From an optimization exercise on the open Yosys and OpenROAD flow, aimed at small area, a short achievable clock period and few clock cycles per item; shortcuts taken in it are not production practice.
Only simulation tests tie the RTL to the original design; equivalence was not proved.
Power is estimated from default activity; no workload was simulated.

==> flow/design.v (outline; a module is shown in full before it is edited, if it fits) <==
// module kernel_loader: 43 lines
// module window_shifter: 38 lines
// module mult_adder: 1583 lines
// module conv_result: 30 lines
// module conv_engine: 64 lines
module conv_engine (
  input  logic                 clock,
  input  logic                 reset,
  input  conv_pkg::pixel_t     pixel_in,
  input  logic                 pixel_strobe,
  input  conv_pkg::weight_t    weight_in,
  input  conv_pkg::tap_index_t weight_addr,
  input  logic                 weight_strobe,
  input  conv_pkg::result_t    bias_in,
  input  logic                 relu_enable,
  output conv_pkg::result_t    result_out,
  output logic                 result_valid,
  output logic                 overflow
);
  // ...
==> flow/flow/run.sh <==
#!/bin/bash
# Standard layout, with one netlist clean-up between synthesis and floorplan:
# fixinv.py removes inverters around full adders and xor gates by choosing
# each one's polarity (registers and all other cells are kept as synthesized).
# Yosys then proves the cleaned netlist equivalent to the synthesized one; if
# that proof fails, the synthesized netlist is laid out unchanged.
set -euo pipefail
work=$PWD
res=$work/orfs/results/$FLOW_PLATFORM/conv_engine/base
lib=$FLOW_HOME/platforms/$FLOW_PLATFORM/lib/sky130_fd_sc_hd__tt_025C_1v80.lib
yosys=$(command -v yosys || echo "$FLOW_HOME/../tools/install/yosys/bin/yosys")

bash standard.sh synth > synth.log 2>&1
cp "$res/1_2_yosys.v" "$work/1_2_yosys.synth.v"
python3 flow/fixinv.py "$work/1_2_yosys.synth.v" "$work/1_2_yosys.fixinv.v" > fixinv.log 2>&1

cat > eqcheck.ys <<EOT
read_liberty -ignore_miss_func $lib
read_verilog $work/1_2_yosys.synth.v
rename $FLOW_TOP gold
read_verilog $work/1_2_yosys.fixinv.v
rename $FLOW_TOP gate
flatten gold gate
opt_clean
rename -hide gold/w:_* gate/w:_*
rename -hide gold/w:*.A gold/w:*.B gold/w:*.CIN gold/w:*.SUM gold/w:*.COUT gold/w:*.Y gold/w:*.X
rename -hide gate/w:*.A gate/w:*.B gate/w:*.CIN gate/w:*.SUM gate/w:*.COUT gate/w:*.Y gate/w:*.X
rename -hide gold/w:mult_adder_inst.s* gold/w:mult_adder_inst.c* gold/w:mult_adder_inst.pp*
rename -hide gate/w:mult_adder_inst.s* gate/w:mult_adder_inst.c* gate/w:mult_adder_inst.pp*
async2sync
equiv_make gold gate eq
hierarchy -top eq
equiv_simple
equiv_status -assert
EOT
if "$yosys" -l eqcheck.log eqcheck.ys > /dev/null 2>&1; then
  cp "$work/1_2_yosys.fixinv.v" "$res/1_2_yosys.v"
  rm -f "$res/1_synth.odb" "$res/1_synth.sdc"
  echo "fixinv: equivalence proven, cleaned netlist used" >> fixinv.log
else
  echo "fixinv: equivalence not proven, synthesized netlist kept" >> fixinv.log
fi

# clock tree without dummy loads, ports buffered with plain buffers (the
# default pick is a delay cell)
bash standard.sh CTS_ARGS="-sink_clustering_enable -repair_clock_nets -dont_use_dummy_load -buf_list sky130_fd_sc_hd__clkbuf_8" BUFFER_PORTS_ARGS="-buffer_cell sky130_fd_sc_hd__buf_2" finish > layout.log 2>&1
==> flow/flow/fixinv.py <==
#!/usr/bin/env python3
"""Remove inverters between full adders of a flat sky130 gate netlist.

A full adder computes the complements of both its outputs when all three of
its inputs are complemented.  Every full adder gets a polarity (taken as is,
or fed complemented inputs and read as complemented outputs), and so does every
xor2 (by becoming an xnor2 of the same size), chosen by simulated annealing to need as few inverters as possible; the inverters are then rebuilt:
at most one per net, where some load needs the complement.  Registers and
every other cell keep their names, types and function.

usage: fixinv.py IN.v OUT.v
"""
import re
import sys
from collections import defaultdict

OUT_PINS = {"X", "Y", "Q", "Q_N", "SUM", "COUT", "HI", "LO"}
INV_RE = re.compile(r"sky130_fd_sc_hd__(clk)?inv_\d+$")
FA_RE = re.compile(r"sky130_fd_sc_hd__fa_\d+$")
XOR_RE = re.compile(r"sky130_fd_sc_hd__x(n?)or2_(\d+)$")
INST_RE = re.compile(r"^(\s*)(sky130_fd_sc_hd__\w+)\s+(\S+)\s*\((.*?)\);", re.M | re.S)
PIN_RE = re.compile(r"\.(\w+)\(([^()]*)\)")


def main():
    src, dst = sys.argv[1], sys.argv[2]
    text = open(src).read()
    insts = []
    for m in INST_RE.finditer(text):
        pins = [(p, n.strip()) for p, n in PIN_RE.findall(m.group(4))]
        insts.append({"span": m.span(), "indent": m.group(1), "type": m.group(2),
                      "name": m.group(3), "pins": pins})

    # ports: names in the module header's output declarations
    out_ports = set()
    for m in re.finditer(r"^\s*output\s+(\[[^\]]+\]\s*)?(\S+);", text, re.M):
        rng, name = m.group(1), m.group(2)
        if rng:
            hi, lo = [int(x) for x in rng.strip()[1:-1].split(":")]
            for i in range(min(hi, lo), max(hi, lo) + 1):
                out_ports.add(f"{name}[{i}]")
        else:
            out_ports.add(name)

    driver = {}
    loads = defaultdict(list)  # net -> [(inst index, pin)]
    for k, c in enumerate(insts):
        for p, n in c["pins"]:
            if p in OUT_PINS:
                driver[n] = (k, p)
            else:
                loads[n].append((k, p))

    # removable inverters: output drives only cell pins, not a port
    removable = set()
    for k, c in enumerate(insts):
        if INV_RE.match(c["type"]):
            y = dict(c["pins"]).get("Y")
            if y is not None and y not in out_ports and loads[y]:
                removable.add(k)

    fa = [k for k, c in enumerate(insts) if FA_RE.match(c["type"])]
    is_fa = set(fa)
    # an xor2 turned into an xnor2 (same size) complements its output, so it
    # can take a polarity too, with no condition on its inputs
    xors = [k for k, c in enumerate(insts) if XOR_RE.match(c["type"])]

    def root(net):
        par = 0
        seen = 0
        while net in driver and driver[net][0] in removable and seen < 64:
            k = driver[net][0]
            net = dict(insts[k]["pins"])["A"]
            par ^= 1
            seen += 1
        return net, par


    movable = fa + xors
    # an xor2 or xnor2 reads its inputs' root nets directly: an inverted input
    # only complements its output, which its type (xor2 or xnor2) absorbs
    xor_set = set(xors)
    xor_par = {}
    xor_in = {}
    for k in xors:
        par = 1 if XOR_RE.match(insts[k]["type"]).group(1) else 0
        for p, n in insts[k]["pins"]:
            if p in ("A", "B"):
                r, pp = root(n)
                xor_in[(k, p)] = r
                par ^= pp
        xor_par[k] = par  # 1: the output is xnor of the root nets
    # sinks: (root net, parity, sink inst, pin)
    sinks = []
    for k, c in enumerate(insts):
        if k in removable:
            continue
        for p, n in c["pins"]:
            if p in OUT_PINS or (k, p) in xor_in:
                continue
            r, par = root(n)
            sinks.append((r, par, k, p))
    # inverters feeding output ports stay, their inputs are sinks already

    flip = defaultdict(int)
    by_root = defaultdict(list)
    for s in sinks:
        by_root[s[0]].append(s)
    src_of = {}
    fixed = set()  # cells driving a port keep their polarity
    for r in by_root:
        if r in driver and (driver[r][0] in is_fa or XOR_RE.match(insts[driver[r][0]]["type"])):
            src_of[r] = driver[r][0]
    for k in movable:
        if any(n in out_ports for p, n in insts[k]["pins"] if p in OUT_PINS):
            fixed.add(k)
    # the nets touching each full adder
    fa_nets = defaultdict(set)
    for r, lst in by_root.items():
        if r in src_of:
            fa_nets[src_of[r]].add(r)
        for s in lst:
            if s[2] in is_fa:
                fa_nets[s[2]].add(r)

    def net_cost(r):
        f_src = flip[src_of[r]] if r in src_of else 0
        need = False
        for (_, par, k, _) in by_root[r]:
            f_snk = flip[k] if k in is_fa else 0
            if par ^ f_src ^ f_snk:
                need = True
                break
        return 1 if need else 0

    def total():
        return sum(net_cost(r) for r in by_root)

    before = total()
    # simulated annealing over the polarities, seeded for a repeatable result
    import math
    import random
    rng = random.Random(1)
    cur = before
    best = cur
    best_flip = dict(flip)
    steps = 4000 * max(1, len(movable))
    temp0, temp1 = 2.0, 0.05
    for step in range(steps):
        temp = temp0 * (temp1 / temp0) ** (step / steps)
        x = movable[rng.randrange(len(movable))]
        if x in fixed:
            continue
        nets = fa_nets[x]
        old = sum(net_cost(r) for r in nets)
        flip[x] ^= 1
        new = sum(net_cost(r) for r in nets)
        d = new - old
        if d <= 0 or rng.random() < math.exp(-d / temp):
            cur += d
            if cur < best:
                best = cur
                best_flip = dict(flip)
        else:
            flip[x] ^= 1
    flip.clear()
    flip.update(best_flip)
    passes = steps
    after = total()

    # rebuild: new pin connections and inverters
    newpin = {}  # (inst, pin) -> net
    inv_of = {}
    add = []
    count = 0
    for r, lst in by_root.items():
        f_src = flip[src_of[r]] if r in src_of else 0
        for (_, par, k, p) in lst:
            f_snk = flip[k] if k in is_fa else 0
            if par ^ f_src ^ f_snk:
                if r not in inv_of:
                    count += 1
                    nn = f"_fixinv_{count}_"
                    inv_of[r] = nn
                    add.append((r, nn))
                newpin[(k, p)] = inv_of[r]
            else:
                newpin[(k, p)] = r

    out = []
    pos = 0
    for k, c in enumerate(insts):
        a, b = c["span"]
        out.append(text[pos:a])
        pos = b
        if k in removable:
            continue
        swapped = False
        if k in xor_set:
            m = XOR_RE.match(c["type"])
            want_xnor = xor_par[k] ^ flip[k]
            # an input read from a source that was given the other polarity
            for p in ("A", "B"):
                r = xor_in.get((k, p))
                if r in src_of:
                    want_xnor ^= flip[src_of[r]]
            swapped = bool(want_xnor) != bool(m.group(1))
            c["type"] = f"sky130_fd_sc_hd__{'xn' if want_xnor else 'x'}or2_{m.group(2)}"
        pins = []
        for p, n in c["pins"]:
            q = p
            if swapped and p in ("X", "Y"):
                # xor2's output pin is X, xnor2's is Y
                q = "Y" if p == "X" else "X"
            pins.append((q, xor_in.get((k, p), newpin.get((k, p), n))))
        body = ",\n".join(f"    .{p}({n}{' ' if n.startswith(chr(92)) else ''})" for p, n in pins)
        out.append(f"{c['indent']}{c['type']} {c['name']} (\n{body}\n  );")
    out.append(text[pos:])
    res = "".join(out)
    decl = "".join(f"  wire {nn};\n" for _, nn in add)
    cells = "".join(
        f"  sky130_fd_sc_hd__inv_1 {nn}inv (\n    .A({r}{' ' if r.startswith(chr(92)) else ''}),\n    .Y({nn})\n  );\n"
        for r, nn in add)
    i = res.rindex("endmodule")
    res = res[:i] + cells + res[i:]
    # declare the new wires after the module header
    j = res.index(";", res.index("module ")) + 1
    res = res[:j] + "\n" + decl + res[j:]
    open(dst, "w").write(res)
    nfl = sum(flip[x] for x in fa)
    nxf = sum(flip[x] for x in xors)
    print(f"fixinv: {len(removable)} inverters before, {len(add)} after "
          f"(cost {before} -> {after}), {nfl} of {len(fa)} full adders flipped, {nxf} of {len(xors)} xor2 swapped")


if __name__ == "__main__":
    main()
==> flow/standard.sh <==
#!/bin/bash
# synth_recipe.tcl (not shown) runs the flow's synth.tcl, then flattens the netlist and writes it again
# the make line also repeats each setting of config.mk as NAME=value (left out here)
make -C /OpenROAD-flow-scripts/flow DESIGN_CONFIG=/design/flow/config.mk WORK_HOME=/design/flow/orfs CLKGATE_MAP_FILE= SYNTH_SCRIPT=/design/flow/synth_recipe.tcl "${@:-finish}"
==> flow/config.mk <==
export PLATFORM = sky130hd
export DESIGN_NAME = conv_engine
export DESIGN_NICKNAME = conv_engine
export VERILOG_FILES = /design/flow/design.v
export SDC_FILE = /design/flow/constraint.sdc
export NUM_CORES = 4
export LEC_CHECK = 0
export ABC_AREA = 1
export CAP_MARGIN = 20
export CORE_MARGIN = 2
export CORE_UTILIZATION = 30
export PLACE_DENSITY = 0.7
export SETUP_SLACK_MARGIN = 3.2
export SLEW_MARGIN = 20
export TNS_END_PERCENT = 5
==> flow/constraint.sdc <==
create_clock -name core_clock -period 5.5 [get_ports {clock}]
set_input_delay 1.1000 -clock core_clock [delete_from_list [all_inputs] [get_ports {clock}]]
set_output_delay 1.1000 -clock core_clock [all_outputs]
set_load 0.01 [all_outputs]
==> results.cfg, run 1 <==
[run_status]
outcome = no timing/DRC/antenna violations

[power_and_ir_drop]
seq-power_w = 0.00701
fin_total_pwr_w = 0.01894
netSwitchingPower_w = 0.007492
top_power_group = combinational logic
p_seq_share_pct = 37.0

[final_layout]
flip_flop_count_of_the_largest_register_after_layout = 144
regMostFlops = window_shifter_inst.hist
final_cell_count_no_fill = 3343
seqAreaFraction_pct = 46.49
nonClkBufAreaFrac_pct = 1.104

[floorplanning]
design.core.area_um2 = 92910
io_pins = 59

[timing]
timing.hold.ws_ns = 0.3233

[global_routing]
grt_max_degree = 81
overflow = 0

[routing]
routed-via-count = 15920
vias_per_cell = 4.763
top_layer_used = met5
met3WireLength_mm = 6.554

[cts]
cts_root_buf = clkbuf_8

[worst_setup_path]
crit-reg2reg-launch = window_shifter_inst.hist[2][5]
crit_buf_inv = 1
cp.arrival_ns = 1.33
criticalPathCategory = reg -> out

[place]
placed_cells = 3244
portBuffers = 58
place.detailed.hpwl_mm = 53.30
Testbench counts, summed over its fixed seeds: cycles 16,416, results 16,240.
==> run 2: changes to the inputs <==
--- a/flow/config.mk
+++ b/flow/config.mk
@@ -9,7 +9,6 @@
 export CAP_MARGIN = 20
 export CORE_MARGIN = 2
 export CORE_UTILIZATION = 30
-export PLACE_DENSITY = 0.7
 export SETUP_SLACK_MARGIN = 3.2
 export SLEW_MARGIN = 20
 export TNS_END_PERCENT = 5
==> run 2 against run 1 <==
Still clean on timing, DRC and antenna. Utilization rose by 0.68 points. Count of clock-buffer cells in the layout rose by 3. Sequential share of layout area shrank 0.94 points. Register-to-register slack better by 0.03 ns. Wire length increased by 7.5%. Die area unchanged. Global-route usage grew 1.1 points. Combinational power is 3.5% higher. Critical endpoint is now mult_adder_inst.q1_407.
==> results.cfg, run 2 <==
[run_status]
outcome = no timing/DRC/antenna violations

[worst_setup_path]
critPathLaunchType = flip-flop
cp-end-kind = flip-flop
timing.rr.end = mult_adder_inst.q1_407
worst-endpoint-required_ns = 6.01
crit-reg2reg-launch = kernel_loader_inst.enc[73]
r2r_setup_slack_ns = 3.15
criticalPathCategory = reg -> reg
critPathMaxFanout = 7
critPathCapture = mult_adder_inst.q1_407
cp.arrival_ns = 2.86
reg2reg_depth = 4
startpoint = kernel_loader_inst.enc[73]

[final_layout]
synth_to_layout_area_growth_pct = 11.50
layout.nets = 2530
drive_above_1_share_pct = 13.73
reg.largest.list = window_shifter_inst.hist x144, kernel_loader_inst.enc x108
flip_flop_count_of_the_largest_register_after_layout = 144
layout_commonest_cell = fa_1
multi_input_area_um2 = 13010
regMostFlops = window_shifter_inst.hist
seqCellArea_um2 = 14220
postLayoutCoreUtil_pct = 33.61
fillCellCount = 9050
layout.cells.most_common_list = 317 x fa_1, 306 x dfxtp_1, 264 x xor2_1, 252 x edfxtp_1, 251 x o22ai_1

[run]
drv_cap = 0

[global_routing]
grt_most_used_layer = met2
grt_first_pass_wirelength_mm = 111.0
gr-usage-met1_pct = 21.30
grt_max_degree = 82
grt_antenna_before_repair = 4
first_global_vias = 16840
overflow = 0
grtUsageMet2_pct = 26.05
grt_use_total_pct = 15.88
gr-usage-met3_pct = 2.965

[cts]
postCtsHoldBufs = 0
h-tree-depth = 3
clkSlewWorstSetupHoldPaths_ns = 0.06
worstSkewPairLatency_ns = 0.73
cts_buffer_depth = 3
cts.sink_count = 579
cts_root_buf = clkbuf_8
tritoncts = done
tritoncts.num_buffers = 97

[floorplanning]
start_util_pct = 30.14
rows = 112
io_pins = 59
design.core.area_um2 = 92910
die_area_um2 = 95810
die_width_um = 309.5
die_height_um = 309.5

[power_and_ir_drop]
p_leak_nw = 11.90
p_per_area_nw_per_um2 = 618.6
ir_worst_vdd_mv = 0.3261

[place]
gp_routability_congestion = 0.9037
place.detailed.hpwl_mm = 58.12
portBuffers = 58

[yosys]
synthesized_nets = 2486
netlist_instances = 2099
yosys_warnings = 6
post_synth_instance_area_um2 = 28000
synth.avg_cell_area_um2 = 13.34

[routing]
drt.antenna.violating_nets = 0
routed-via-count = 16020
drtPass1Iterations = 6
totalWireLength_mm = 75.67
vias_per_cell = 4.718
wire_per_inst_um = 22.28
first_iter_violations = 1440
drc_errors = 0

[timing]
post-route-min-period_ns = 2.351
clock_skew_ns = 0.1036
worst_slew_pin_slew_ns = 1.044
slew_viol_final = 0
timing.hold.ws_ns = 0.3206
maxClockFrequency_mhz = 425.4
final_critical_path_share_of_the_clock_period_pct = 42.74
rsz0062_at_grt = yes
total_negative_slack_for_setup_checks_ns = 0
hold_viol_final = 0
timing.slew.headroom_pct = 30.38
setup_viol_count_final = 0

[worst_hold_path]
worst_hold_path_type = reg -> reg
==> run 2: how the worst min path moves through the flow <==
stage	startpoint	end	cells past startpoint
after floorplan	bias_r[6]	mult_adder_inst.q2_814	0
after global placement	mult_adder_inst.q2_802	mult_adder_inst.q3_943	0
after detailed placement	mult_adder_inst.q2_802	mult_adder_inst.q3_943	0
after CTS	mult_adder_inst.q2_799	mult_adder_inst.q3_941	0
after global routing	mult_adder_inst.q2_799	mult_adder_inst.q3_941	0
final	mult_adder_inst.q2_799	mult_adder_inst.q3_941	0
==> run 2: layout make-up <==
type,instances,share of cell area [%]
clock buffers,97,4.275
inverters,86,1.046
flip-flops and latches,579,45.55
well taps,1254,5.025
repair buffers,114,2.428
multi-input cells,1265,41.67
diodes,1,0.008014
==> run 2: report_power, final <==
part	switching [W]	internal (W)	leakage [nW]	total, W
Sequential	0.00104	0.00600	5.33	0.00704
Combinational	0.00511	0.00410	5.87	0.00922
Clock	0.00151	0.00154	0.697	0.00306
==> run 2: worst max-delay path: stages, from the launching register on <==
cell,delay (ns)
edfxtp_1,0.53
o22ai_1,0.34
xor2_2,0.16
fa_1,0.68
fa_1,0.44
==> run 2: layer usage <==
metal / vias up / wire length, µm
met5: - / 0
met3: 110 / 5086
met4: 0 / 1947
met2: 690 / 36160
met1: 8149 / 32480
li1: 7074 / -
==> run 2: per-stage QoR <==
stage | cell area [µm²] | power, W | std cells | setup slack [ns]
3_5_place_dp | 29230 | 0.01597 | 3242 | 2.864
3_3_place_gp | 29230 | 0.01581 | 3242 | 2.841
5_1_grt | 31220 | 0.02091 | 3395 | 3.133
6_report | 31230 | 0.01932 | 3396 | 3.149
4_1_cts | 30830 | 0.01928 | 3364 | 3.123
2_1_floorplan | 28010 | 0.01237 | 2099 | 3.313
==> run 2: timing repair <==
item                       CTS  global route
gates resized for setup      5            32
gates cloned                 2             0
setup endpoints to repair   36            61
setup buffers               23            31
pin swaps                    4             7
==> run 3: changes to the inputs <==
--- a/flow/config.mk
+++ b/flow/config.mk
@@ -9,6 +9,7 @@
 export CAP_MARGIN = 20
 export CORE_MARGIN = 2
 export CORE_UTILIZATION = 30
+export PLACE_DENSITY = 0.75
 export SETUP_SLACK_MARGIN = 3.2
 export SLEW_MARGIN = 20
 export TNS_END_PERCENT = 5
==> run 3 against run 2 <==
Synthesized cell count stayed put. Combinational power shrank 0.9%. Synthesized area unchanged. Largest power group unchanged. Die area did not move.
==> results.cfg, run 3 <==
[final_layout]
fillCellCount = 9054
layout_commonest_cell = fa_1
layout.nets = 2476
seqCellArea_um2 = 14220
regMostFlops = window_shifter_inst.hist
flip_flop_count_of_the_largest_register_after_layout = 144
final_cell_count_no_fill = 3342
multi_input_area_um2 = 12940
reg.largest.list = window_shifter_inst.hist x144, kernel_loader_inst.enc x108
drive_above_1_share_pct = 10.78
synth_to_layout_area_growth_pct = 9.561
layout.cells.most_common_list = 317 x fa_1, 306 x dfxtp_1, 266 x xor2_1, 252 x o22ai_1, 252 x edfxtp_1
postLayoutCoreUtil_pct = 33.02

[worst_setup_path]
cp-end-kind = primary output
critical_path.top_delay_family = flip-flops
cpMaxStageDelayCell = dfrtp_2
critical_path_depth = 1
crit-reg2reg-launch = kernel_loader_inst.enc[18]
critPathLaunchType = flip-flop
cp_slowest_stage_delay_ns = 0.46
crit_buf_inv = 1
worst-endpoint-required_ns = 4.40
reg2reg_depth = 4
critical_path.cell_chain = buf_6
criticalPathCategory = reg -> out
timing.rr.end = mult_adder_inst.q1_534
r2r_setup_slack_ns = 3.12
critPathCapture = overflow
cp.arrival_ns = 1.30
critPathMaxFanout = 1
startpoint = conv_result_inst.overflow

[cts]
cts_buffer_depth = 3
postCtsHoldBufs = 0
worstSkewPairLatency_ns = 0.71
tritoncts = done
cts.sink_count = 579
h-tree-depth = 3
cts_root_buf = clkbuf_8
tritoncts.num_buffers = 92
clkSlewWorstSetupHoldPaths_ns = 0.06

[power_and_ir_drop]
ir_worst_vdd_mv = 0.3330
switching_share_pct = 39.82
netSwitchingPower_w = 0.007620
p_per_area_nw_per_um2 = 623.7
p_int_w = 0.01152
share_comb_of_total_power_pct = 47.7
relative_contribution_of_the_clock_network_to_total_power_pct = 15.5
p_seq_share_pct = 36.7
p_leak_nw = 11.62

[global_routing]
gr-usage-met3_pct = 3.791
grt_antenna_before_repair = 0
grt_use_total_pct = 14.86
grt_most_used_layer = met2
grtUsageMet2_pct = 22.94
grt_first_pass_wirelength_mm = 104.8
overflow = 0
gr-usage-met1_pct = 20.38
grt_max_degree = 76
first_global_vias = 16380

[worst_hold_path]
worst_hold_path_type = reg -> reg

[floorplanning]
start_util_pct = 30.14
design.core.area_um2 = 92910
rows = 112
die_area_um2 = 95810
die_width_um = 309.5
die_height_um = 309.5
io_pins = 59

[routing]
wire_per_inst_um = 21.13
drt.antenna.violating_nets = 0
vias_per_cell = 4.796
totalWireLength_mm = 70.63
drtPass1Iterations = 5
first_iter_violations = 1999
drc_errors = 0
routed-via-count = 16030

[run]
drv_cap = 0

[place]
gp_routability_congestion = 0.9358
place.detailed.hpwl_mm = 53.43
placed_cells = 3244
portBuffers = 58

[timing]
final_critical_path_share_of_the_clock_period_pct = 43.68
hold_viol_final = 0
setup_viol_count_final = 0
total_negative_slack_for_setup_checks_ns = 0
rsz0062_at_grt = yes
maxClockFrequency_mhz = 416.3
clock_skew_ns = 0.09999
slew_viol_final = 0
post-route-min-period_ns = 2.402
timing.slew.headroom_pct = 30.84
timing.hold.ws_ns = 0.3258
worst_slew_pin_slew_ns = 1.037

[yosys]
yosys_warnings = 6
synthesized_nets = 2486
post_synth_instance_area_um2 = 28000
synth.avg_cell_area_um2 = 13.34
netlist_instances = 2099

[run_status]
outcome = no timing/DRC/antenna violations
==> run 3: how the worst min path moves through the flow <==
stage                                      start                            to  slack [ns]  cells after the start
after floorplan                        bias_r[6]        mult_adder_inst.q2_814        0.31                      0
after global placement                 bias_r[6]        mult_adder_inst.q2_814        0.31                      0
after detailed placement  mult_adder_inst.q2_797        mult_adder_inst.q3_939        0.31                      0
after CTS                                  reset  window_shifter_inst.count[1]        0.32                      1
after global routing      mult_adder_inst.q2_799        mult_adder_inst.q3_941        0.33                      0
final                     mult_adder_inst.q2_797        mult_adder_inst.q3_939        0.33                      0
==> run 3: per-layer routing <==
| metal | vias up | part of all wire, % |
|---|---|---|
| met5 | - | 0 |
| met4 | 0 | 3.2 |
| met3 | 151 | 9.3 |
| met2 | 816 | 45 |
| met1 | 8085 | 42 |
| li1 | 6976 | - |
==> run 3: cell type report <==
class,count,share of cell area [%]
antenna,1,0.008156
clock buffer,92,4.127
inverter,86,1.064
multi-input combinational,1265,42.19
sequential,579,46.36
tap,1254,5.114
timing repair buffer,65,1.138
==> run 3: timing repair <==
item | in CTS | in global routing
gates cloned | 0 | 2
endpoints found under the setup margin | 26 | 55
pin swaps | 0 | 7
setup buffers | 0 | 3
resized for setup | 4 | 23
==> run 3: power groups by stage <==
| stage | Sequential, W | Combinational (W) | Clock, W |
|---|---|---|---|
| 4_1_cts | 0.00701 | 0.00886 | 0.00307 |
| 3_5_place_dp | 0.00709 | 0.00884 | 0 |
| 5_1_grt | 0.00713 | 0.0102 | 0.00325 |
| 6_report | 0.00702 | 0.00914 | 0.00298 |
| 2_1_floorplan | 0.00657 | 0.00580 | 0 |
| 3_3_place_gp | 0.00705 | 0.00847 | 0 |
==> run 3: metrics by stage <==
stage / instance area [µm²] / setup slack [ns] / total power, W
CTS: 30530 / 3.036 / 0.01894
finish: 30680 / 3.098 / 0.01914
global route: 30680 / 3.034 / 0.02062
global placement: 29240 / 2.965 / 0.01552
floorplan: 28010 / 3.313 / 0.01237
detailed placement: 29240 / 2.935 / 0.01594
==> run 4: changes to the inputs <==
--- a/flow/config.mk
+++ b/flow/config.mk
@@ -9,6 +9,7 @@
 export CAP_MARGIN = 20
 export CORE_MARGIN = 2
 export CORE_UTILIZATION = 30
+export GPL_ROUTABILITY_DRIVEN = 0
 export PLACE_DENSITY = 0.75
 export SETUP_SLACK_MARGIN = 3.2
 export SLEW_MARGIN = 20
==> run 4 against run 3 <==
Maximum frequency is essentially flat. Utilization grew 0.054 points. Count of clock-buffer cells in the layout increased by 2. Setup slack worse by 0.0024 ns. Non-clock buffer count increased by 5. Final cell count grew 0.18%. Wire length shrank 2.6%. Worst hold slack lost 0.0041 ns. Power shrank 1.4%. Die area is the same. Via count fell by 0.83%. Clock power is essentially flat. Critical endpoint unchanged.
==> results.cfg, run 4 <==
[cts]
clkSlewWorstSetupHoldPaths_ns = 0.05
cts_root_buf = clkbuf_8
worstSkewPairLatency_ns = 0.70
h-tree-depth = 3
tritoncts.num_buffers = 94
cts_buffer_depth = 3
cts.sink_count = 579
tritoncts = done

[routing]
drtPass1Iterations = 6
first_iter_violations = 1645
wire_per_inst_um = 20.54
drc_errors = 0
drt.antenna.violating_nets = 0
met3WireLength_mm = 7.396
top_layer_used = met5
totalWireLength_mm = 68.78
met2_wl_post_dr_mm = 31.21
vias_per_cell = 4.748
wl_met1_mm = 27.85
routed-via-count = 15900

[floorplanning]
io_pins = 59
die_area_um2 = 95810
rows = 112
design.core.area_um2 = 92910
start_util_pct = 30.14
die_width_um = 309.5
die_height_um = 309.5

[worst_setup_path]
criticalPathCategory = reg -> out
cp_slowest_stage_delay_ns = 0.47
critical_path.cell_chain = buf_6
critical_path.top_delay_family = flip-flops
cp.arrival_ns = 1.30
worst-endpoint-required_ns = 4.40
critPathMaxFanout = 1
cp-end-kind = primary output
crit_buf_inv = 1
cpMaxStageDelayCell = dfrtp_2
critPathLaunchType = flip-flop

[place]
place.detailed.hpwl_mm = 51.91
placedInstanceArea_um2 = 29230
portBuffers = 58

[run_status]
outcome = no timing/DRC/antenna violations

[yosys]
post_synth_instance_area_um2 = 28000
yosys_warnings = 6
netlist_instances = 2099
synth.avg_cell_area_um2 = 13.34
synthesized_nets = 2486

[global_routing]
grt_max_degree = 84
grt_use_total_pct = 14.45
grt_first_pass_wirelength_mm = 102.2
first_global_vias = 16270
grt_antenna_before_repair = 5
overflow = 0

[final_layout]
layout.cells.most_common_list = 317 x fa_1, 306 x dfxtp_1, 266 x xor2_1, 252 x o22ai_1, 252 x edfxtp_1
regMostFlops = window_shifter_inst.hist
reg.largest.list = window_shifter_inst.hist x144, kernel_loader_inst.enc x108
flip_flop_count_of_the_largest_register_after_layout = 144
finalInstanceArea_um2 = 30730
layout.nets = 2482
drive_above_1_share_pct = 10.80
synth_to_layout_area_growth_pct = 9.740
layout_commonest_cell = fa_1

[timing]
worst_slew_pin_slew_ns = 1.005
timing.slew.headroom_pct = 33.01
final_critical_path_share_of_the_clock_period_pct = 43.72
slew_viol_final = 0
maxClockFrequency_mhz = 415.9
total_negative_slack_for_setup_checks_ns = 0
hold_viol_final = 0
post-route-min-period_ns = 2.405
setup_viol_count_final = 0
clock_skew_ns = 0.06941
rsz0062_at_grt = yes

[worst_hold_path]
worst_hold_path_type = reg -> reg

[power_and_ir_drop]
p_leak_nw = 11.64
p_per_area_nw_per_um2 = 614.2
ir_worst_vdd_mv = 0.4158

[run]
drv_cap = 0
run 4: final cells by class:
class | instances | area, µm²
Timing Repair Buffer | 70 | 439.2
Multi-Input combinational cell | 1264 | 12880
Clock buffer | 94 | 1294
Inverter | 86 | 326.6
Fill cell | 8970 | 62180
Tap cell | 1254 | 1569
Sequential cell | 579 | 14220
Antenna cell | 1 | 2.502
run 4: final timing paths:
path / from / end / slack, ns / depth (start not counted)
min in group asynchronous: reset / conv_result_inst.overflow / 0.41 / 1
max in group asynchronous: reset / window_shifter_inst.strobe_r / 4.66 / 1
max: conv_result_inst.overflow / overflow / 3.10 / 1
min: mult_adder_inst.q2_797 / mult_adder_inst.q3_939 / 0.32 / 0
min reg2reg: mult_adder_inst.q2_797 / mult_adder_inst.q3_939 / 0.32 / 0
max reg2reg: kernel_loader_inst.enc[21] / mult_adder_inst.q1_534 / 3.14 / 4
run 4: repair_timing:
item | in CTS | in global routing
hold endpoints to repair | 0 | 0
buffers inserted | 4 | 4
hold buffers | 0 | 0
gates cloned | 1 | 0
endpoints found under the setup margin | 84 | 43
resized for setup | 9 | 11
pin swaps | 4 | 7
run 4: layer usage:
layer	up-vias	GRT usage [%]
met5	-	0
met4	6	4.877
met3	157	4.816
met2	884	22.24
met1	7872	19.09
li1	6976	-
run 4: power breakdown:
| part | switching (W) | total (W) | internal [W] |
|---|---|---|---|
| Sequential | 0.00100 | 0.00700 | 0.00600 |
| Clock | 0.00150 | 0.00300 | 0.00150 |
| Combinational | 0.00486 | 0.00888 | 0.00402 |
run 4: stage by stage:
stage	setup slack, ns	std cells	power, W	hold slack [ns]	util, %
floorplan	3.313	2099	0.01237	0.3096	-
global placement	3.003	3243	0.01531	0.3136	31.47
detailed placement	2.971	3243	0.01556	0.3121	31.47
CTS	3.050	3342	0.01877	0.3211	32.95
global route	3.030	3348	0.02041	0.3270	33.08
finish	3.096	3348	0.01888	0.3216	33.08
==> run 5: changes to the inputs <==
--- a/flow/config.mk
+++ b/flow/config.mk
@@ -9,8 +9,7 @@
 export CAP_MARGIN = 20
 export CORE_MARGIN = 2
 export CORE_UTILIZATION = 30
-export GPL_ROUTABILITY_DRIVEN = 0
 export PLACE_DENSITY = 0.75
-export SETUP_SLACK_MARGIN = 3.2
+export SETUP_SLACK_MARGIN = 3.25
 export SLEW_MARGIN = 20
 export TNS_END_PERCENT = 5
==> run 5 against run 4 <==
Register-to-register slack worse by 0.02 ns. Global-route usage grew 0.48 points. Critical path depth did not move. Worst hold slack gained 0.0041 ns. Non-clock buffer count increased by 46. Sequential share of layout area shrank 0.82 points. Sequential cell count is the same. Via count up 2.9%. Combinational power is 6.2% higher. Final cell count increased by 1.3%.
==> results.cfg, run 5 <==
[run_status]
outcome = no timing/DRC/antenna violations

[floorplanning]
die_width_um = 309.5
start_util_pct = 30.14
rows = 112
die_height_um = 309.5
design.core.area_um2 = 92910
die_area_um2 = 95810
io_pins = 59

[worst_setup_path]
cpMaxStageDelayCell = dfrtp_2
cp_slowest_stage_delay_ns = 0.45
critical_path.cell_chain = buf_6
cp-end-kind = primary output
crit_buf_inv = 1
critPathMaxFanout = 1
worst-endpoint-required_ns = 4.40
critical_path.top_delay_family = flip-flops
cp.arrival_ns = 1.29
critPathLaunchType = flip-flop
criticalPathCategory = reg -> out

[power_and_ir_drop]
ir_worst_vdd_mv = 0.3325
relative_contribution_of_the_clock_network_to_total_power_pct = 15.3
p_per_area_nw_per_um2 = 621.3
netSwitchingPower_w = 0.007756
p_leak_nw = 11.93
switching_share_pct = 39.90
p_seq_share_pct = 36.2
share_comb_of_total_power_pct = 48.5
p_int_w = 0.01168

[global_routing]
grt_use_total_pct = 14.93
overflow = 0
grt_max_degree = 76
grt_antenna_before_repair = 0
grt_first_pass_wirelength_mm = 105.2
first_global_vias = 16400

[routing]
vias_per_cell = 4.823
drtPass1Iterations = 5
first_iter_violations = 2054
wire_per_inst_um = 21.11
drt.antenna.violating_nets = 0
routed-via-count = 16360
drc_errors = 0
totalWireLength_mm = 71.59

[run]
drv_cap = 0

[final_layout]
synth_to_layout_area_growth_pct = 11.74
final_cell_count_no_fill = 3392
drive_above_1_share_pct = 13.99
layout.nets = 2527
layout.cells.most_common_list = 316 x fa_1, 305 x dfxtp_1, 263 x xor2_1, 252 x edfxtp_1, 245 x o22ai_1
flip_flop_count_of_the_largest_register_after_layout = 144
antenna-diode-count = 0
regMostFlops = window_shifter_inst.hist
layout_commonest_cell = fa_1
reg.largest.list = window_shifter_inst.hist x144, kernel_loader_inst.enc x108

[timing]
post-route-min-period_ns = 2.391
worst_slew_pin_slew_ns = 1.057
clock_skew_ns = 0.1032
setup_viol_count_final = 0
hold_viol_final = 0
timing.slew.headroom_pct = 29.54
maxClockFrequency_mhz = 418.3
final_critical_path_share_of_the_clock_period_pct = 43.47
rsz0062_at_grt = yes
total_negative_slack_for_setup_checks_ns = 0
slew_viol_final = 0

[place]
place.detailed.hpwl_mm = 53.43
placed_cells = 3244
portBuffers = 58
gp_routability_congestion = 0.9358

[cts]
tritoncts = done
cts_buffer_depth = 3
worstSkewPairLatency_ns = 0.71
cts.sink_count = 579
h-tree-depth = 3
cts_root_buf = clkbuf_8
tritoncts.num_buffers = 92
clkSlewWorstSetupHoldPaths_ns = 0.05

[yosys]
synthesized_nets = 2486
synth.avg_cell_area_um2 = 13.34
yosys_warnings = 6
post_synth_instance_area_um2 = 28000
netlist_instances = 2099

[worst_hold_path]
worst_hold_path_type = reg -> reg
==> run 5: cell count changes in the layout (fill, tap and decap cells not counted), moves of 3 or more <==
cell      delta
buf_4       +40
xor2_2       +3
nand2_1      -5
nand2_4      +6
xor2_1       -3
ha_1         -6
clkbuf_2     +5
ha_4         +7
o22ai_1      -7
o22ai_2      +7
==> run 5: final cells by class <==
type                    count  area, µm²
repair buffers            116      767.0
flip-flops and latches    579      14230
inverters                  86      326.6
well taps                1254       1569
clock buffers              92       1266
fillers                  8981      61620
multi-input cells        1265      13140
==> run 5: final timing paths <==
kind | start | endpoint | slack, ns | cells after the start
setup / recovery | conv_result_inst.overflow | overflow | 3.11 | 1
hold / removal | mult_adder_inst.q2_797 | mult_adder_inst.q3_939 | 0.33 | 0
setup reg to reg | window_shifter_inst.hist[9][1] | mult_adder_inst.q1_423 | 3.12 | 4
hold reg to reg | mult_adder_inst.q2_797 | mult_adder_inst.q3_939 | 0.33 | 0
max in group asynchronous | reset | window_shifter_inst.strobe_r | 4.71 | 1
min in group asynchronous | reset | conv_result_inst.overflow | 0.38 | 1
==> run 5: through the flow <==
| stage | hold slack (ns) | util, % | total power (W) | worst slack (ns) | cell area (µm²) |
|---|---|---|---|---|---|
| after floorplan | 0.3096 | - | 0.01237 | 3.313 | 28010 |
| after global placement | 0.3140 | 31.47 | 0.01552 | 2.965 | 29240 |
| after detailed placement | 0.3144 | 31.47 | 0.01594 | 2.935 | 29240 |
| after CTS | 0.3174 | 32.95 | 0.01911 | 3.036 | 30610 |
| after global routing | 0.3335 | 33.68 | 0.02092 | 3.034 | 31290 |
| final | 0.3257 | 33.68 | 0.01944 | 3.109 | 31290 |
==> run 5: power groups by stage <==
stage	Clock, W	Combinational, W	Sequential, W
2_1_floorplan	0	0.00580	0.00657
3_3_place_gp	0	0.00847	0.00705
3_5_place_dp	0	0.00884	0.00709
4_1_cts	0.00307	0.00904	0.00701
5_1_grt	0.00325	0.0105	0.00713
6_report	0.00298	0.00943	0.00703
==> run 5: timing repair <==
item	CTS	global route
resized for setup	12	48
buffers inserted	3	51
pin swaps	7	22
hold buffers	0	0
setup endpoints to repair	50	90
cloned	2	0
==> run 5: worst reg2reg max path, stage by stage, from the launching register on <==
cell,delay (ns)
edfxtp_1,0.56
o22ai_1,0.26
xor2_1,0.29
fa_1,0.55
fa_1,0.52
==> run 5: per-layer routing <==
metal  part of all wire (%)  wire length (µm)  GRT usage (%)  vias to the layer above
li1                       -                 -              -                     7077
met1                     41             29630          20.35                     8189
met2                     45             32540          23.15                      925
met3                    9.8              7041          3.880                      168
met4                    3.3              2382          4.843                        0
met5                      0                 0              0                        -

[re-timing with driven ports]
In the flow no input, the clock included, has a driving cell. The finished layouts below were timed again as built, in two steps.
Step 1 assumes that a clkbuf_16 drives the clock port and a buf_2 every other input.
Step 2 moves the port delays by t, midway between the first and last clock arrival at a register: inputs arrive t later, outputs are due t later. That takes back most of the time a late clock gives input paths.
Slacks: no drivers / after step 1 / after step 2; pairs: no drivers / after step 1.
run	t (ns)	setup WS [ns]	worst data-port slew with drivers (ns)	pins driven straight from the clock port
run 1	0.720	3.068 / 3.008 / 3.123	0.06	1
run 2	0.738	3.149 / 3.149 / 3.149	0.05	1
run 3	0.717	3.098 / 3.042 / 3.116	0.07	1
run 4	0.723	3.095 / 3.037 / 3.140	0.08	1
run 5	0.719	3.109 / 3.054 / 3.119	0.07	1
After both steps setup and hold are still met in every run listed.
